From an optimization exercise on the open Yosys and OpenROAD flow, aimed at small area, a short achievable clock period and few clock cycles; shortcuts taken in it are not production practice. Function was checked by simulation only, so behaviour that the tests miss may differ from the original. No activity file was given, so power comes from the tool's default toggle rates.

// positional_list_store_top
module positional_list_store_top
#(
    parameter int CAPACITY = 32
) (
    input  logic        i_clk,
    input  logic        i_rst_n,
    input  logic        start,
    input  logic [39:0] i_item,
    output logic        busy,
    output logic        o_strobe,
    output logic [41:0] o_result
);
export LEC_CHECK = 0
export CAP_MARGIN = 10
export CORE_MARGIN = 2
export CORE_UTILIZATION = 40
export CTS_CLUSTER_DIAMETER = 120
export CTS_CLUSTER_SIZE = 24
export PLACE_DENSITY = 0.45
export SETUP_SLACK_MARGIN = 2.9
export SLEW_MARGIN = 10
create_clock -name core_clock -period 5.0 [get_ports {i_clk}]
run.sh (not shown) runs the stock make flow with config.mk's settings and CLKGATE_MAP_FILE= SYNTH_SCRIPT=/design/flow/synth_recipe.tcl, a recipe that flattens the netlist after the stock synthesis.
Testbench counts at the start, summed over its fixed seeds: cycles 5,065.
Change:
CAP_MARGIN = 20   (was 10)
CORE_UTILIZATION = 55   (was 40)
PLACE_DENSITY = 0.6   (was 0.45)
SETUP_SLACK_MARGIN = 3.0   (was 2.9)
SLEW_MARGIN = 20   (was 10)
The changed run finished clean.
Via count climbs by 0.30%.
Count of clock-buffer cells in the layout drops by 1.
Area after synthesis is unchanged.
Cell area drops by 0.89%.
Sequential cell count stays the same.
Total power drops by 3.6%.
Fmax drops by 3.0%.

* * *

job 4596:
Starting RTL as in the previous note.
export LEC_CHECK = 0
export CAP_MARGIN = 10
export CORE_MARGIN = 2
export CORE_UTILIZATION = 40
export CTS_CLUSTER_DIAMETER = 120
export CTS_CLUSTER_SIZE = 24
export PLACE_DENSITY = 0.45
export SETUP_SLACK_MARGIN = 3.0
export SLEW_MARGIN = 10
create_clock -name core_clock -period 5.0 [get_ports {i_clk}]
Job 4596 did not stop at any stage, and its layout met the timing, design-rule and antenna checks.
Testbench counts of job 4596, summed over its fixed seeds: cycles 5,065.
Inputs modified between job 4596 and job 5652:
- swapping 24 for 20 in CTS_CLUSTER_SIZE
- swapping 120 for 100 in CTS_CLUSTER_DIAMETER
==> run summary <==
Summary — antenna diode count, job 5652 relative to job 4596: higher, by 2.
[compare] base=job 4596 new=job 5652: simple-gate share of the synthesized area held, final worst-path setup slack went up 15 ps.
Diff job 4596..job 5652 | area of the placeable core | unchanged
Job 5652: total power is about 2% higher than what job 4596 reported.
On critical path depth: between job 4596 and job 5652, it ends up higher for job 5652.
Higher initial antenna violation count among job 4596 and job 5652: job 4596
Diff job 4596 -> job 5652: power of the clock network now larger, post-CTS repair timing setup buffer count climbed about 16%, final critical path time including I/O delays and setup went down by 15 ps.
## Diff of input files: job 7102 against job 5652
- CTS_CLUSTER_SIZE now 24, was 20
- CAP_MARGIN now 20, was 10
- CTS_CLUSTER_DIAMETER now 120, was 100
- SLEW_MARGIN now 20, was 10
Notes after the runs:
- Between job 7102 and job 5652, the difference in cell area after placement is negligible.
- Going from job 5652 to job 7102, the global routing usage on met3 was found to have gone down by 0.20 points.
- Run comparison: job 7102 critical path endpoint busy; job 5652 critical path endpoint u_ctrl.r_count_p1[2]$_SDFFE_PN0P_
- Job 5652 ended up with i_item[34] as its first element of the critical path; job 7102 ended up with u_ctrl.r_busy$_SDFF_PN0_.
- Relative to job 5652, final worst-path cycle share has gone up in job 7102.
- H-tree depth: higher on job 5652
- sky130_fd_sc_hd__dfxtp_4 as the highest-delay cell along the critical path was reported by job 7102, and sky130_fd_sc_hd__o32a_1 by job 5652.
For job 9527, these inputs were changed with respect to job 7102:
- PLACE_DENSITY changed from 0.45 to 0.5
- CAP_MARGIN changed from 20 to 10
- SLEW_MARGIN changed from 20 to 10
[summary]
Job 7102: PASS, flow complete, no timing, DRC or antenna violations
Job 9527 finished end to end and its layout was clean on timing, DRC and antenna.
Number of standard cells in the layout, taps in and fillers out of job 7102 is on par with job 9527.
Compare job 7102 and job 9527 | critical path depth lower: job 7102
Compared with job 7102, job 9527 shows data arrival time at the worst-slack endpoint higher by 1560 ps.
Comparing job 7102 and job 9527, post-layout worst setup margin is lower on job 7102.
Diff job 7102 and job 9527: proportion of cell area occupied by registers lower in job 7102
Utilization: job 9527 vs job 7102 down 0.32 points
Re count of clock buffers in the final design: job 7102 and job 9527 aren't equal, and the lower value belongs to job 9527.
Met3 demand-to-capacity share in global routing (higher): job 7102
Between job 7102 and job 9527, the difference in layout net count is negligible.
Compared with job 7102, detailed-route vias per instance in job 9527 decreased slightly.
Row detailed placement HPWL: job 9527 lower / job 7102 higher

port drivers added, routing unchanged:
The flow's constraints put no driver on any port. The routed layouts listed below were extracted and timed again, unchanged, in two steps.
Step 1 assumes that a clkbuf_16 drives the clock port and a buf_2 every other input.
Step 2, shift: input delay + t, output delay - t, t = (earliest + latest rising clock arrival at the registers) / 2. This alone moves slack from input paths to output paths.
Slacks: ideal ports / drivers / drivers and shift; pairs: ideal ports / drivers.
| run | t, ns | setup WS [ns] | clock arrival spread, ns | slew at the worst register clock pin (ns) | worst slew at a driven data input, ns |
|---|---|---|---|---|---|
| the first run of note 1 | 0.786 | 2.794 / 2.725 / 2.065 | 0.041 / 0.041 | 0.11 / 0.11 | 0.11 |
| the second run of note 1 | 0.729 | 2.725 / 2.726 / 2.043 | 0.026 / 0.026 | 0.11 / 0.11 | 0.09 |
| job 4596 | 0.781 | 2.793 / 2.719 / 2.095 | 0.040 / 0.040 | 0.11 / 0.11 | 0.08 |
| job 5652 | 0.746 | 2.809 / 2.769 / 2.106 | 0.028 / 0.029 | 0.10 / 0.10 | 0.10 |
| job 7102 | 0.783 | 2.785 / 2.712 / 2.086 | 0.042 / 0.042 | 0.11 / 0.11 | 0.10 |
| job 9527 | 0.772 | 2.807 / 2.760 / 2.096 | 0.027 / 0.027 | 0.11 / 0.11 | 0.11 |
After both steps every run listed still meets setup and hold. For the first run of note 1, which loses most, drivers alone change the setup slack by -0.069 ns; drivers and shift together by -0.729 ns.
